This is an optimization exercise on Yosys and OpenROAD, whose aim is small area and a short achievable clock period, not a production implementation.
At most, simulation tests tie the RTL to the original design; equivalence was not proved.
No functional check of the RTL was part of runs 1 and 2.
No activity file was given, so power comes from the tool's default toggle rates.

### config.mk
export PLATFORM = sky130hd
export DESIGN_NAME = d_mem_responder
export DESIGN_NICKNAME = d_mem_responder
export VERILOG_FILES = /design/flow/design.v
export SDC_FILE = /design/flow/constraint.sdc
export NUM_CORES = 4
export LEC_CHECK = 0
export CAP_MARGIN = 20
export CORE_MARGIN = 2
export CORE_UTILIZATION = 40
export SETUP_SLACK_MARGIN = 2.0
export SLEW_MARGIN = 20
export SYNTH_HIERARCHICAL = 1
export SYNTH_MINIMUM_KEEP_SIZE = 0
### constraint.sdc
create_clock -name core_clock -period 4.0 [get_ports {clock}]
set_input_delay 0.8000 -clock core_clock [delete_from_list [all_inputs] [get_ports {clock}]]
set_output_delay 0.8000 -clock core_clock [all_outputs]
set_load 0.01 [all_outputs]
### design.v
module d_mem_responder #(
   parameter int unsigned DEPTH       = 64,
   parameter int unsigned WAIT_CYCLES = 2
) (
   input  logic        clock,
   input  logic        reset,
   input  logic        req_valid,
   output logic        req_ready,
   input  logic        req_we,
   input  logic [31:0] req_addr,
   input  logic [31:0] req_wdata,
   output logic        rsp_valid,
   input  logic        rsp_ready,
   output logic [31:0] rsp_rdata,
   output logic        rsp_err,
   output logic        busy
);
   localparam int NR   = 21;    
   localparam int SGL  = 21;    
   logic       busy_q, rsp_q;
   logic [1:0] wc_q;
   logic       we_q, mis_q;
   logic [4:0] g_q;             
   logic [1:0] w_q;             
   logic [31:0] r_q;            
   logic       p1_q, p2_q;      
   logic [2:0] t_q;             
   logic       accept, in_wait, commit, wr_win, rd_now;
   logic       req_mis;
   logic [4:0] req_g;
   logic [1:0] req_w;
   logic [2:0] u;               
   logic       hit, flip;
   assign req_mis = |req_addr[1:0];
   always_comb begin
      req_g = 5'(req_addr[7:2] / 6'd3);
      req_w = 2'(req_addr[7:2] % 6'd3);
      if (req_addr[7:2] == 6'd63) begin
         req_g = 5'(SGL);
         req_w = 2'd0;
      end
   end
   assign accept  = req_valid && !busy_q && !reset;
   assign in_wait = busy_q && !rsp_q;
   assign commit  = in_wait && (wc_q == 2'd0) && we_q && !mis_q;
   assign wr_win  = commit || p1_q || p2_q;
   always_comb begin
      logic [2:0] s;
      s = 3'({1'b0, w_q} + t_q);
      u = (s >= 3'd6) ? s - 3'd6 : s;
   end
   assign hit  = (u == 3'd2) || (u == 3'd5);
   assign flip = (u == 3'd5);
   assign rd_now = in_wait && !we_q && !mis_q && (hit || (g_q == 5'(SGL)));
   always_ff @(posedge clock or posedge reset) begin
      if (reset) begin
         busy_q <= 1'b0;
         rsp_q  <= 1'b0;
         wc_q   <= 2'd0;
      end else begin
         if (!busy_q) begin
            if (req_valid) begin
               busy_q <= 1'b1;
               wc_q   <= 2'(WAIT_CYCLES);
            end
         end else if (!rsp_q) begin
            if (wc_q != 2'd0) wc_q <= wc_q - 2'd1;
            else              rsp_q <= 1'b1;
         end else if (rsp_ready) begin
            busy_q <= 1'b0;
            rsp_q  <= 1'b0;
         end
      end
   end
   always_ff @(posedge clock) begin
      t_q  <= (t_q >= 3'd5) ? 3'd0 : t_q + 3'd1;
      p1_q <= commit;
      p2_q <= p1_q;
      if (accept) begin
         we_q  <= req_we;
         mis_q <= req_mis;
         g_q   <= req_g;
         w_q   <= req_w;
      end
   end
   logic [31:0] ring_p0 [NR];
   logic [31:0] ring_p1 [NR];
   logic [31:0] ring_p2 [NR];
   logic [31:0] single_q;
   logic [31:0] wdata_x;        
   assign wdata_x = r_q ^ {32{flip}};
   for (genvar g = 0; g < NR; g++) begin : g_ring
      logic wr, wr_n;
      logic [31:0] d0;
      assign wr   = wr_win && hit && (g_q == 5'(g));
      assign wr_n = !wr;
      for (genvar b = 0; b < 32; b++) begin : g_bit
         dmr_ring_in u_in (.sel(wr), .sel_n(wr_n), .d1(wdata_x[b]),
                           .d0(ring_p2[g][b]), .y(d0[b]));
      end
      always_ff @(posedge clock) begin
         ring_p0[g] <= d0;
         ring_p1[g] <= ring_p0[g];
         ring_p2[g] <= ring_p1[g];
      end
   end
   always_ff @(posedge clock) begin
      if (commit && (g_q == 5'(SGL))) single_q <= r_q;
   end
   logic [NR-1:0]       rsel;
   logic [NR/3-1:0][31:0] rd_grp_n;
   logic [31:0] rd_ring, rd_word;
   for (genvar g = 0; g < NR; g++) begin : g_rsel
      assign rsel[g] = (g_q == 5'(g));
   end
   for (genvar k = 0; k < NR / 3; k++) begin : g_rgrp
      for (genvar b = 0; b < 32; b++) begin : g_bit
         dmr_aoi222 u_ao (.a1(rsel[3*k]),   .b1(ring_p2[3*k][b]),
                          .a2(rsel[3*k+1]), .b2(ring_p2[3*k+1][b]),
                          .a3(rsel[3*k+2]), .b3(ring_p2[3*k+2][b]),
                          .y(rd_grp_n[k][b]));
      end
   end
   always_comb begin
      rd_ring = 32'd0;
      for (int k = 0; k < NR / 3; k++) rd_ring = rd_ring | ~rd_grp_n[k];
   end
   assign rd_word = (g_q == 5'(SGL)) ? single_q : rd_ring ^ {32{flip}};
   always_ff @(posedge clock) begin
      if (accept)      r_q <= req_mis ? 32'd0 : req_wdata;
      else if (rd_now) r_q <= rd_word;
   end
   assign req_ready = !busy_q && !reset;
   assign rsp_valid = rsp_q;
   assign rsp_rdata = r_q;
   assign rsp_err   = mis_q;
   assign busy      = busy_q;
endmodule
module dmr_ring_in (
   input  logic sel,
   input  logic sel_n,
   input  logic d1,
   input  logic d0,
   output logic y
);
   assign y = ~((sel_n | d1) & (sel | d0));
endmodule
module dmr_aoi222 (
   input  logic a1, b1, a2, b2, a3, b3,
   output logic y
);
   assign y = ~((a1 & b1) | (a2 & b2) | (a3 & b3));
endmodule
### run.sh
#!/bin/bash
# synth_recipe.tcl (not shown) runs the flow's synth.tcl, then flattens the netlist and writes it again
# the make line also repeats each setting of config.mk as NAME=value (left out here)
make -C /OpenROAD-flow-scripts/flow DESIGN_CONFIG=/design/flow/config.mk WORK_HOME=/design/flow/orfs CLKGATE_MAP_FILE= SYNTH_SCRIPT=/design/flow/synth_recipe.tcl finish
==> summary.md, run 1 <==
| Metric | Value |
|---|---|
| R2r setup slk | `between 0.8 and 0.9 ns` |
| Vias/cell | `a little under 6` |
| GP Congestion | `about 0.76` |
| Slew margin rel. | `between 10% and 20%` |
| Mean area per synthesized cell | `around 15 sq um` |
| Final worst path period share | `roughly four fifths` |
| All-Layer GR Usage | `24.8%` |
| Filler cells | `~9400` |
| PortBufs | `80` |
| Count leader, synth | `dfxtp_1` |
| DRC viols | `0` |
| FF+latch count, synth | `2098` |
| Post-CTS Hold Buffers | `0` |
| Total number of vias | `roughly 36000` |
| Sink Count | `2098` |
| FP Rows | `132` |
| Vias in the first global route | `roughly 34000` |
| Total Routed Length | `between 150 and 200 mm` |
| Initial antenna violation count | `6` |
| CP max stage delay | `roughly 0.49 ns` |
| Area leader, netlist | `dfxtp_1` |
| Pre-antenna DRT Iters | `7` |
| Clock latency (worst-skew pair) | `between 0.8 and 0.9 ns` |
| Starting Density | `about two fifths` |
| Critical R2R Capture | `r_q[27]` |
| Post-Syn Area | `between 50000 and 60000 sq um` |
| Least-Margin Pin Slew | `1.28 ns` |
| Setup TNS | `0 ns` |
| Synth-to-Final Area Change | `44.1%` |
| Detail Route Antenna Nets | `0` |
| Most instantiated cells after synthesis | `dfxtp_1 (2021), o22ai_1 (672), a222oi_1 (224)` |
| Die Wd | `between 300 and 400 um` |
| Synth top area share | `77.6%` |
| Max Freq | `between 300 and 400 MHz` |
| Status | `finished clean` |
| Adder-Cell Fraction of Synth Area | `0.182%` |
| Hpwl dp | `about 77 mm` |
| Post-synth EDFFs | `between 70 and 80` |
| Die area | `133000 sq um` |
| Post-synth top flop | `dfxtp_1` |
| Setup crit end kind | `flop` |
| Peak VDD IR | `between 0.3 and 0.4 mV` |
| Hold crit path type | `input pin to async pin` |
| Post-synthesis mux area share | `less than 1%` |
| Worst Path Arrival | `around 3.7 ns` |
| Clock buffer depth | `3` |
| Largest net degree at the start of global routing | `34` |
| CTS clock-pin slew for the worst setup and hold paths | `0.06 ns` |
| Post-synthesis simple-gate area fraction | `2.46%` |
| Number of H-tree levels | `4` |
| Cts bufs inserted | `between 150 and 200` |
| Root buffer cell | `clkbuf_16` |
| Critical Path RT | `between 4 and 5 ns` |
| Compound-Gate Fraction of Synth Area | `roughly an eighth` |
| Die height | `365 um` |
| DP Cell Count | `roughly 5400` |
| Syn Nets | `between 3000 and 4000` |
| Skew final | `about 0.04 ns` |
| Initial DRC count | `approximately 5000` |
| Cell area power density | `562 nW/um^2` |
| Crit Path Category | `flop to flop` |
| Register area share after synthesis | `between 80% and 90%` |
| Distinct cells, synth | `56` |
| Worst R2R Path Depth | `13` |
| GR Overflow Total | `0` |
| XOR/XNOR Fraction of Synth Area | `1.14%` |
| Largest cells by area after synthesis | `dfxtp_1 (78%), o22ai_1 (8.1%), a222oi_1 (4.3%)` |
| I/O pin count | `roughly 110` |
| Startpoint types | `flop` |
| Max Cap Viol | `0` |
| Reg2reg start | `g_q[1]` |
| Leak | `around 28 nW` |
| Hold Fails Final Rpt | `0` |
| Largest family of logic cells by synthesized area | `compound AO/OA/AOI/OAI gates` |
| Crit Path Max Fanout | `7` |
| RSZ-0062 raised after global routing | `yes` |
| CP Cell Sequence | `buf_6 > buf_6 > or3_4 > buf_12 > nor2_4 > buf_8 > buf_12 > a222oi_1 > nand4_1 > nor2_1 > xnor2_1 > mux2i_1 > o21ai_1` |
| Nets@finish | `between 4000 and 5000` |
| Core area | `129000 sq um` |
| Max-slew violation count | `0` |
| Ys Warns | `13` |
| CP max-delay cell | `edfxtp_1` |
| WL per Instance | `32.1 um` |
| Synth async-reset ratio | `0.191%` |
| Post-layout util | `between 50 and 60%` |
| Final setup fails | `0` |
| Cell Count, Final, Fillers Out | `a little over 6000` |
| Tmin final | `3.13 ns` |
| Post-Synthesis Cells | `roughly 3500` |
| First-pass GRT wire length | `approximately 240 mm` |
| Layout cell share with drive strength beyond 1 | `between 30 and 40%` |
| CTS tree | `yes` |
## flip-flops by register name, summed over array words and instances (netlist names), 2 cells and up
name,flops
ring_p0,672
ring_p1,672
ring_p2,672
r_q,32
single_q,32
g_q,5
t_q,3
w_q,2
wc_q,2
## placed cells by master (no fill, tap or decap), types with 7 or more instances in the layout
cell / count
buf_2: 24
mux2i_1: 32
nor2_2: 27
o22ai_1: 229
o22ai_4: 121
buf_12: 149
clkbuf_16: 234
nand2_4: 7
xor2_4: 52
nor2_1: 17
buf_6: 64
clkinv_2: 38
o21ai_1: 32
nand4_1: 32
a222oi_1: 224
nand2_8: 10
o22ai_2: 322
nand2_1: 38
nand3_1: 33
o21ai_0: 8
clkdlybuf4s50_1: 39
bufinv_16: 9
buf_4: 205
inv_1: 8
clkbuf_8: 49
nor2_4: 50
nand2_2: 9
dfxtp_1: 2020
xnor2_1: 32
edfxtp_1: 73
nand2b_4: 7
buf_8: 22
clkbuf_1: 37
buf_16: 57
## area by class of cell
class                      count  area [sq um]  share of cell area, %
sequential                  2098         42800                   56.9
multi-input combinational   1363         15000                   20.0
clock inverter                65           683                  0.909
timing repair buffer         603          8700                   11.6
tap                         1742          2180                   2.90
inverter                      13          56.3                 0.0749
antenna                        2          5.00                0.00666
clock buffer                 282          5720                   7.61
## logic make-up (layout without fill, tap and decap cells)
family                   Yosys count  after routing
multiplexers                      34             34
other                              0              2
flip-flops                      2098           2098
AND/OR/NAND/NOR                  266            268
buffers and inverters             41            963
adder cells (fa/ha/maj)            7              7
XOR/XNOR                          68             92
AO/OA/AOI/OAI                    962            962
## per-module statistics from Yosys, one instance, submodules excluded
| module | copies in the design | cell area, sq um | flops+latches |
|---|---|---|---|
| dmr_ring_in | 672 | 6.26 | 0 |
| dmr_aoi222 | 224 | 10.0 | 0 |
| d_mem_responder | 1 | 45700 | 2098 |
## how the worst max path moves through the flow
stage | slack (ns) | to | cells after the start | from
finish | 0.87 | r_q[27] | 13 | g_q[1]
floorplan | 0.87 | w_q[0] | 14 | req_addr[5]
CTS | 1.14 | r_q[20] | 10 | g_q[0]
global route | 0.85 | ring_p0[14][27] | 7 | w_q[0]
detailed placement | 0.09 | w_q[1] | 14 | req_addr[5]
global placement | 0.16 | w_q[0] | 14 | req_addr[5]
## layer usage
layer | vias to the layer above | wire length [um] | track usage (%) | share of wire (%)
li1 | 14900 | - | - | -
met1 | 18100 | 75100 | 33.0 | 38
met2 | 2362 | 86100 | 38.7 | 43
met3 | 684 | 21300 | 4.63 | 11
met4 | 4 | 15400 | 12.3 | 7.8
met5 | - | 21 | 0 | 0.011
## critical path, delay by kind of cell (launching register included)
family	cells	cell delay, ns
flops	1	0.49
xor+xnor	1	0.18
simple gates	4	1.10
compound gates	2	0.20
buf+inv	5	0.76
mux	1	0.16
## power breakdown
group | internal (W) | switching, W
sequential | 0.0216 | 0.000244
combinational | 0.000798 | 0.00121
clock | 0.0105 | 0.00793
total | 0.0329 | 0.00939
## stage by stage
step | instance area [sq um] | worst slack (ns) | total power (W) | hold WS, ns
2_1_floorplan | 53300 | 0.867 | 0.0228 | 0.310
3_3_place_gp | 57500 | 0.160 | 0.0233 | 0.310
3_5_place_dp | 57500 | 0.0890 | 0.0234 | 0.312
4_1_cts | 69500 | 1.14 | 0.0418 | 0.0164
5_1_grt | 75100 | 0.852 | 0.0432 | 0.0725
6_report | 75100 | 0.870 | 0.0423 | 0.0639
## timing repair
action | in CTS | in global routing
gates resized for setup | 517 | 590
cloned | 64 | 59
endpoints found under the hold margin | 0 | 0
pin swaps | 169 | 102
endpoints found under the setup margin | 808 | 807
buffers inserted | 241 | 69
==> run 2, diff against run 1 <==
--- a/config.mk
+++ b/config.mk
@@ -8,7 +8,7 @@
 export CAP_MARGIN = 20
 export CORE_MARGIN = 2
 export CORE_UTILIZATION = 40
-export SETUP_SLACK_MARGIN = 2.0
+export SETUP_SLACK_MARGIN = 1.5
 export SLEW_MARGIN = 20
 export SYNTH_HIERARCHICAL = 1
 export SYNTH_MINIMUM_KEEP_SIZE = 0
==> run 2 against run 1 <==
Still clean. Die area unchanged. Count of clock-buffer cells in the layout up 5. Global-route usage rose by 4.6 points. Maximum frequency decreased by 7.2%. First-iteration DRC count grew 15%. Critical path depth decreased by 4. Largest cell class unchanged. Highest routed layer is now met4.
==> summary.md, run 2 <==
| Metric | Value |
|---|---|
| Max-slew violation count | `0 (unchanged)` |
| Core area | `129000 sq um (unchanged)` |
| Sink Count | `2098 (unchanged)` |
| Layout cell share with drive strength beyond 1 | `36.6% (+2.1 points)` |
| Skew final | `0.0356 ns (-0.00471 ns)` |
| Clock buffer depth | `3 (unchanged)` |
| Crit Path Category | `flop to flop` |
| Least-Margin Pin Slew | `1.39 ns (+0.106 ns)` |
| Max Freq | `296 MHz (-7.2%)` |
| I/O pin count | `105 (unchanged)` |
| Grt met2 use | `44.1% (+5.5 points)` |
| DRC viols | `0 (unchanged)` |
| Cts bufs inserted | `187 (-0.53%)` |
| CP max stage delay | `0.88 ns (+0.39 ns)` |
| FP Rows | `132 (unchanged)` |
| Most instantiated cells after synthesis | `dfxtp_1 (2021), o22ai_1 (672), a222oi_1 (224)` |
| Largest cells by area after synthesis | `dfxtp_1 (78%), o22ai_1 (8.1%), a222oi_1 (4.3%)` |
| Total power | `0.0429 W (+1.5%)` |
| CTS clock-pin slew for the worst setup and hold paths | `0.07 ns (about the same)` |
| Clock latency (worst-skew pair) | `0.82 ns (about the same)` |
| Crit Path Max Fanout | `11 (+4)` |
| Distinct cells, synth | `56 (unchanged)` |
| Synth async-reset ratio | `0.191% (unchanged)` |
| Most frequent cells in the layout | `dfxtp_1 (2020), o22ai_2 (355), a222oi_1 (224), clkbuf_16 (210), o22ai_4 (207)` |
| Pre-antenna DRT Iters | `7 (unchanged)` |
| Post-Synthesis Cells | `3476 (unchanged)` |
| Register area share after synthesis | `82.0% (unchanged)` |
| Top Registers | `ring_p0: 672 flops, ring_p1: 672 flops, ring_p2: 672 flops` |
| Startpoint types | `flop` |
| Count leader, synth | `dfxtp_1` |
| Critical Path RT | `4.63 ns (+0.09 ns)` |
| Number of H-tree levels | `4 (unchanged)` |
| Total number of vias | `37500 (+4.0%)` |
| First-pass GRT wire length | `276 mm (+16%)` |
| Ys Warns | `13 (unchanged)` |
| Final worst path period share | `84.3% (+6.1 points)` |
| FF+latch count, synth | `2098 (unchanged)` |
| Cell area power density | `554 nW/um^2 (-1.5%)` |
| Commonest non-fill, non-tap cell in the layout | `dfxtp_1` |
| Status | `finished clean` |
| Leak | `29.1 nW (+2.3%)` |
| Post-Syn Area | `52200 sq um (unchanged)` |
| Vias in the first global route | `36100 (+5.7%)` |
| GP Congestion | `0.783 (+2.7%)` |
| Hold crit path type | `input pin to async pin` |
| Cell family with most CP delay | `XOR/XNOR gates` |
| Root buffer cell | `clkbuf_16` |
| Met3 global-route usage | `7.00% (+2.4 points)` |
| Die height | `365 um (unchanged)` |
| Initial DRC count | `5742 (+15%)` |
| Met1 usage | `36.8% (+3.7 points)` |
| RSZ-0062 raised after global routing | `yes` |
| Starting Density | `40.3% (unchanged)` |
| Slew margin rel. | `7.12% (-7.0 points)` |
| Nets@finish | `4352 (+0.21%)` |
| Mean area per synthesized cell | `15.0 sq um (unchanged)` |
| Detail Route Antenna Nets | `0 (unchanged)` |
| Hpwl dp | `75.2 mm (-2.5%)` |
| R2r setup slk | `0.63 ns (-0.24 ns)` |
| Setup TNS | `0 ns (unchanged)` |
| CP max-delay cell | `xor2_2` |
| Syn Nets | `3552 (unchanged)` |
| Area leader, netlist | `dfxtp_1` |
| Max Cap Viol | `0 (unchanged)` |
| DP Cell Count | `5390 (+0.074%)` |
| Initial antenna violation count | `3 (-3)` |
| Final setup fails | `0 (unchanged)` |
| CTS tree | `yes` |
| Total Routed Length | `220 mm (+11%)` |
| Vias/cell | `6.07 (+3.9%)` |
| Synth-to-Final Area Change | `48.5%` |
| Tmin final | `3.37 ns (+0.243 ns)` |
| Cell Count, Final, Fillers Out | `6176 (+0.13%)` |
| All-Layer GR Usage | `29.4% (+4.6 points)` |
| Synth top area share | `77.6% (unchanged)` |
| Peak VDD IR | `0.586 mV (+58%)` |
| Post-synth top flop | `dfxtp_1` |
| Post-CTS Hold Buffers | `0 (unchanged)` |
| Die area | `133000 sq um (unchanged)` |
| Hold_ws | `0.220 ns (+0.156 ns)` |
| PortBufs | `80 (unchanged)` |
| Die Wd | `365 um (unchanged)` |
| CP Buf/Inv Count | `3 (-2)` |
| Most used cell along the critical path | `buf_12` |
| Largest net degree at the start of global routing | `33 (-2.9%)` |
| Filler cells | `8994 (-4.5%)` |
| Hold Fails Final Rpt | `0 (unchanged)` |
| Area of the multi-input gates | `16400 sq um (+9.0%)` |
| Setup crit end kind | `flop` |
| Reg area | `42800 sq um (unchanged)` |
| Worst Path Arrival | `4.01 ns (+0.34 ns)` |
| GR Overflow Total | `0 (unchanged)` |
| Post-synth EDFFs | `73 (unchanged)` |
| Global routing's busiest layer | `met2` |
| WL per Instance | `35.6 um (+11%)` |
| CP Cell Sequence | `ha_2 > fa_2 > xnor2_4 > buf_4 > nor2_4 > buf_12 > buf_12 > xor2_2 > o22ai_1` |
run 2: cell type report:
type                    instances  share of cell area [%]
diodes                          1                 0.00323
inverters                      13                  0.0727
well taps                    1742                    2.81
clock inverters                59                   0.888
clock buffers                 287                    7.47
repair buffers                616                    12.4
flip-flops and latches       2098                    55.2
multi-input cells            1360                    21.2
run 2: stage by stage:
step	setup slack, ns	utilization, %	cell area [sq um]
after detailed placement	0.126	44.4	57400
final	0.627	59.8	77500
after global routing	0.695	59.8	77500
after global placement	0.142	44.4	57400
after floorplan	0.867	-	53200
after CTS	1.07	56.8	73600
run 2: modules after synthesis (local to each module, per instance):
module / times used / flip-flops and latches
d_mem_responder: 1 / 2098
dmr_ring_in: 672 / 0
dmr_aoi222: 224 / 0
run 2: kinds of logic (layout without fill, tap and decap cells):
group	after synthesis	after routing	synth area share, %
flip-flops	2098	2098	82.0
XOR/XNOR	68	88	1.14
buffers and inverters	41	975	0.405
multiplexers	34	34	0.655
other	0	1	0
AND/OR/NAND/NOR	266	269	2.46
AO/OA/AOI/OAI	962	962	13.2
adder cells (fa/ha/maj)	7	7	0.182
run 2: layer usage:
metal,vias up,wire length (um)
met1,18600,78900
met4,0,22400
li1,15000,-
met2,2866,93800
met5,-,0
met3,1059,24800
run 2: power breakdown:
part	internal, W	switching [W]
Clock	0.0108	0.00813
Sequential	0.0216	0.000281
Combinational	0.000821	0.00129
Total	0.0332	0.00970
run 2: worst paths after layout:
check	startpoint	endpoint	cells after the start
max in group asynchronous	reset	rsp_q	2
min in group core_clock	ring_p1[1][20]	ring_p2[1][20]	0
setup reg to reg	w_q[0]	ring_p0[3][6]	9
hold / removal	reset	wc_q[1]	2
setup / recovery	w_q[0]	ring_p0[3][6]	9
hold reg to reg	ring_p1[1][20]	ring_p2[1][20]	0
run 2: repair_timing:
item | in CTS | in global routing
setup buffers | 236 | 59
gates resized for setup | 855 | 426
pin swaps | 198 | 120
setup endpoints to repair | 793 | 742
gates cloned | 125 | 19
==> run 3, diff against run 2 <==
--- a/design.v
+++ b/design.v
@@ -90,16 +90,10 @@
    logic [31:0] wdata_x;        
    assign wdata_x = r_q ^ {32{flip}};
    for (genvar g = 0; g < NR; g++) begin : g_ring
-      logic wr, wr_n;
-      logic [31:0] d0;
-      assign wr   = wr_win && hit && (g_q == 5'(g));
-      assign wr_n = !wr;
-      for (genvar b = 0; b < 32; b++) begin : g_bit
-         dmr_ring_in u_in (.sel(wr), .sel_n(wr_n), .d1(wdata_x[b]),
-                           .d0(ring_p2[g][b]), .y(d0[b]));
-      end
+      logic wr;
+      assign wr = wr_win && hit && (g_q == 5'(g));
       always_ff @(posedge clock) begin
-         ring_p0[g] <= d0;
+         ring_p0[g] <= ~(wr ? wdata_x : ring_p2[g]);
          ring_p1[g] <= ring_p0[g];
          ring_p2[g] <= ring_p1[g];
       end
@@ -107,25 +101,14 @@
    always_ff @(posedge clock) begin
       if (commit && (g_q == 5'(SGL))) single_q <= r_q;
    end
-   logic [NR-1:0]       rsel;
-   logic [NR/3-1:0][31:0] rd_grp_n;
-   logic [31:0] rd_ring, rd_word;
-   for (genvar g = 0; g < NR; g++) begin : g_rsel
-      assign rsel[g] = (g_q == 5'(g));
-   end
-   for (genvar k = 0; k < NR / 3; k++) begin : g_rgrp
-      for (genvar b = 0; b < 32; b++) begin : g_bit
-         dmr_aoi222 u_ao (.a1(rsel[3*k]),   .b1(ring_p2[3*k][b]),
-                          .a2(rsel[3*k+1]), .b2(ring_p2[3*k+1][b]),
-                          .a3(rsel[3*k+2]), .b3(ring_p2[3*k+2][b]),
-                          .y(rd_grp_n[k][b]));
+   logic [31:0] rd_raw, rd_word;
+   always_comb begin
+      rd_raw = (g_q == 5'(SGL)) ? single_q : 32'd0;
+      for (int g = 0; g < NR; g++) begin
+         if (g_q == 5'(g)) rd_raw = rd_raw | ring_p2[g];
       end
    end
-   always_comb begin
-      rd_ring = 32'd0;
-      for (int k = 0; k < NR / 3; k++) rd_ring = rd_ring | ~rd_grp_n[k];
-   end
-   assign rd_word = (g_q == 5'(SGL)) ? single_q : rd_ring ^ {32{flip}};
+   assign rd_word = rd_raw ^ {32{flip && (g_q != 5'(SGL))}};
    always_ff @(posedge clock) begin
       if (accept)      r_q <= req_mis ? 32'd0 : req_wdata;
       else if (rd_now) r_q <= rd_word;
@@ -136,18 +119,3 @@
    assign rsp_err   = mis_q;
    assign busy      = busy_q;
 endmodule
-module dmr_ring_in (
-   input  logic sel,
-   input  logic sel_n,
-   input  logic d1,
-   input  logic d0,
-   output logic y
-);
-   assign y = ~((sel_n | d1) & (sel | d0));
-endmodule
-module dmr_aoi222 (
-   input  logic a1, b1, a2, b2, a3, b3,
-   output logic y
-);
-   assign y = ~((a1 & b1) | (a2 & b2) | (a3 & b3));
-endmodule
--- a/config.mk
+++ b/config.mk
@@ -8,7 +8,4 @@
 export CAP_MARGIN = 20
 export CORE_MARGIN = 2
 export CORE_UTILIZATION = 40
-export SETUP_SLACK_MARGIN = 1.5
 export SLEW_MARGIN = 20
-export SYNTH_HIERARCHICAL = 1
-export SYNTH_MINIMUM_KEEP_SIZE = 0
==> run 3 against run 2 <==
Sequential power is essentially flat. Largest power group unchanged. Count of clock-buffer cells in the layout shrank 2. Register-to-register slack lost 0.30 ns. Core utilization shrank 13 points. Global-route usage shrank 11 points. Via count shrank 9.5%. Die area grew 9.2%. Total power shrank 4.8%. Flip-flop and latch count is the same. Area after synthesis grew 9.3%.
==> summary.md, run 3 <==
| Metric | Value |
|---|---|
| Status | `finished clean` |
| Critical R2R Capture | `r_q[24]` |
| Post-CTS Setup Inserts | `0 (-100%)` |
| Die Wd | `382 um (+4.5%)` |
| Detail Route Antenna Nets | `0 (unchanged)` |
| Starting Density | `40.3% (about the same)` |
| Initial DRC count | `2299 (-60%)` |
| Largest family of logic cells by synthesized area | `compound AO/OA/AOI/OAI gates` |
| Cts bufs inserted | `185 (-1.1%)` |
| Area leader, netlist | `dfxtp_1` |
| Peak VDD IR | `0.384 mV (-34%)` |
| Post-CTS Hold Buffers | `0 (unchanged)` |
| Nets@finish | `4947 (+14%)` |
| CP max stage delay | `0.74 ns (-0.14 ns)` |
| Core area | `142000 sq um (+9.3%)` |
| Count leader, synth | `dfxtp_1` |
| R2r setup slk | `0.33 ns (-0.30 ns)` |
| Max Freq | `273 MHz (-8.1%)` |
| Hold Fails Final Rpt | `0 (unchanged)` |
| Tmin final | `3.67 ns (+0.295 ns)` |
| Synth top area share | `70.9% (-6.6 points)` |
| Syn Nets | `4844 (+36%)` |
| Initial antenna violation count | `5 (+2)` |
| Synth-to-Final Area Change | `17.4%` |
| Total number of vias | `33900 (-9.5%)` |
| Slew margin rel. | `21.5% (+14 points)` |
| Die area | `146000 sq um (+9.2%)` |
| Root buffer cell | `clkbuf_16` |
| Post-synth EDFFs | `73 (unchanged)` |
| GR Overflow Total | `0 (unchanged)` |
| All-Layer GR Usage | `18.4% (-11 points)` |
| Pre-antenna DRT Iters | `5 (-2)` |
| Post-synth top flop | `dfxtp_1` |
| Number of H-tree levels | `4 (unchanged)` |
| Post-cts sizing count | `0 (-100%)` |
| Register area share after synthesis | `75.0% (-7.0 points)` |
| FF+latch count, synth | `2098 (unchanged)` |
| Final worst path period share | `91.7% (+7.4 points)` |
| Post-Synthesis Cells | `4768 (+37%)` |
| Skew final | `0.0152 ns (-0.0204 ns)` |
| Post-Syn Area | `57000 sq um (+9.3%)` |
| Least-Margin Pin Slew | `1.17 ns (-0.215 ns)` |
| Filler cells | `12600 (+40%)` |
| Crit Path Max Fanout | `65 (+54)` |
| Top Registers | `ring_p0: 672 flops, ring_p1: 672 flops, ring_p2: 672 flops` |
| Critical Path RT | `4.54 ns (-0.09 ns)` |
| RSZ-0062 raised after global routing | `no` |
| Distinct cells, synth | `68 (+21%)` |
| Crit path from | `g_q[0]` |
| Leak | `26.7 nW (-8.3%)` |
| Vias/cell | `4.90 (-19%)` |
| First-pass GRT wire length | `204 mm (-26%)` |
| PortBufs | `80 (unchanged)` |
| CP Cell Sequence | `buf_12 > nor4b_2 > buf_12 > and3_1 > a2111oi_0 > nand4_1 > or3_1 > a32o_1` |
| CP max-delay cell | `edfxtp_1` |
| Final setup fails | `0 (unchanged)` |
| Hold crit path type | `input pin to async pin` |
| Reg2reg start | `g_q[0]` |
| Most used cell along the critical path | `buf_12` |
| Post-layout util | `47.3% (-13 points)` |
| FP Rows | `138 (+4.5%)` |
| Max-slew violation count | `0 (unchanged)` |
| Max Cap Viol | `0 (unchanged)` |
| Clock latency (worst-skew pair) | `0.79 ns (-0.03 ns)` |
| Synth async-reset ratio | `0.191% (unchanged)` |
| CTS tree | `yes` |
| Worst R2R Path Depth | `8 (-1)` |
| Adder-Cell Fraction of Synth Area | `0.167% (-0.016 points)` |
| Crit Path Category | `flop to flop` |
| Most instantiated cells after synthesis | `dfxtp_1 (2021), nand2_1 (470), o21ai_0 (450)` |
| Largest cells by area after synthesis | `dfxtp_1 (71%), o21ai_0 (3.9%), edfxtp_1 (3.8%)` |
| Compound-Gate Fraction of Synth Area | `10.2% (-3.0 points)` |
| Post-synthesis mux area share | `1.78% (+1.1 points)` |
| Cell area power density | `610 nW/um^2 (+10%)` |
| Mean area per synthesized cell | `12.0 sq um (-20%)` |
| Setup TNS | `0 ns (unchanged)` |
| Startpoint types | `flop` |
| Die height | `382 um (+4.5%)` |
| Most frequent cells in the layout | `dfxtp_1 (2021), nand2_1 (467), o21ai_0 (450), nor2_1 (331), a21oi_1 (290)` |
| Hold_ws | `0.234 ns (+0.0140 ns)` |
| Hpwl dp | `80.8 mm (+7.3%)` |
| CTS clock-pin slew for the worst setup and hold paths | `0.06 ns (about the same)` |
| Layout cell share with drive strength beyond 1 | `11.2% (-25 points)` |
| Worst Path Arrival | `4.20 ns (+0.19 ns)` |
| Sink Count | `2098 (unchanged)` |
| Ys Warns | `4 (-9)` |
| WL per Instance | `19.6 um (-45%)` |
| Largest net degree at the start of global routing | `66 (+100%)` |
| XOR/XNOR Fraction of Synth Area | `0.522% (-0.62 points)` |
| Clock buffer depth | `3 (unchanged)` |
| Commonest non-fill, non-tap cell in the layout | `dfxtp_1` |
| Post-synthesis simple-gate area fraction | `9.94% (+7.5 points)` |
| GP Congestion | `0.788 (+0.74%)` |
| I/O pin count | `105 (unchanged)` |
| Total Routed Length | `136 mm (-38%)` |
| DRC viols | `0 (unchanged)` |
| Vias in the first global route | `33100 (-8.3%)` |
| Setup crit end kind | `flop` |
[run 3: where the power goes]
group	internal, W	total, W	switching (W)
logic	0.000416	0.00117	0.000755
registers	0.0217	0.0220	0.000292
clock network	0.0101	0.0177	0.00756
[run 3: final cells by class]
cell class              count  area, sq um  share of cell area, %
flip-flops and latches   2098        42800                   63.9
diodes                      2         5.00                0.00748
clock inverters            56          541                  0.807
inverters                  11         41.3                 0.0617
multi-input cells        2326        13300                   19.8
repair buffers            249         2410                   3.60
well taps                1890         2360                   3.53
clock buffers             285         5570                   8.32
[run 3: stage by stage]
stage | total power [W] | instances | worst slack (ns) | area [sq um]
6_report | 0.0409 | 6917 | 0.332 | 66900
5_1_grt | 0.0422 | 6915 | 0.248 | 66900
3_5_place_dp | 0.0236 | 6574 | 0.120 | 60800
3_3_place_gp | 0.0236 | 6574 | 0.0448 | 60800
2_1_floorplan | 0.0229 | 4768 | 0.612 | 57000
4_1_cts | 0.0412 | 6915 | 0.442 | 66900
[run 3: worst max-delay path, delay by kind of cell (launching register included)]
family,cells,cell delay (ns)
flip-flops,1,0.74
buffers and inverters,2,0.50
AO/OA/AOI/OAI,2,0.81
AND/OR/NAND/NOR,4,1.26
[run 3: worst max-delay path by stage]
stage,slack (ns),cells after the start,endpoint
after floorplan,0.61,11,w_q[1]
after global routing,0.25,8,r_q[16]
after global placement,0.04,12,w_q[1]
final,0.33,8,r_q[24]
after CTS,0.44,8,r_q[24]
after detailed placement,0.12,12,w_q[1]
[run 3: cells by family (layout without fill, tap and decap cells)]
| kind of cell | after synthesis | after routing |
|---|---|---|
| muxes | 101 | 101 |
| DFF | 2098 | 2098 |
| buffers and inverters | 344 | 601 |
| adders and majority gates | 7 | 7 |
| and+or+nand+nor | 1221 | 1221 |
| other | 0 | 2 |
| AOI/OAI and AO/OA | 963 | 963 |
| xor gates and xnor gates | 34 | 34 |
[run 3: per-layer routing]
layer,GRT usage (%),wire [um],vias to the layer above,part of all wire (%)
met3,3.71,8750,237,6.4
met5,0,0,-,0
met1,26.2,65100,16300,48
met2,27.7,58300,964,43
li1,-,-,16400,-
met4,6.50,3710,0,2.7

[afterwards: timing with drivers on the ports]
No port has a modelled driver above. Below, the same layouts with a new extraction and two added sets of constraints.
Step 1 sets driving cells, clkbuf_16 on the clock port and buf_2 on the other inputs (assumed; they add their load-dependent delay and slew).
Step 2, shift: input delay + t, output delay - t, t = (earliest + latest rising clock arrival at the registers) / 2. This alone moves slack from input paths to output paths.
Slacks: no drivers / after step 1 / after step 2; pairs: no drivers / after step 1.
| run | t, ns | setup slack, ns | worst hold slack (ns) | pins driven straight from the clock port |
|---|---|---|---|---|
| run 1 | 0.864 | 0.870 / 0.870 / 0.743 | 0.064 / 0.004 / 0.311 | 1 |
| run 2 | 0.882 | 0.627 / 0.627 / 0.627 | 0.220 / 0.165 / 0.303 | 1 |
| run 3 | 0.859 | 0.332 / 0.332 / 0.089 | 0.234 / 0.181 / 0.318 | 1 |
After both steps setup and hold are still met in every run listed. For run 3, which loses most, drivers alone change the setup slack by 0.000 ns; drivers and shift together by -0.243 ns.
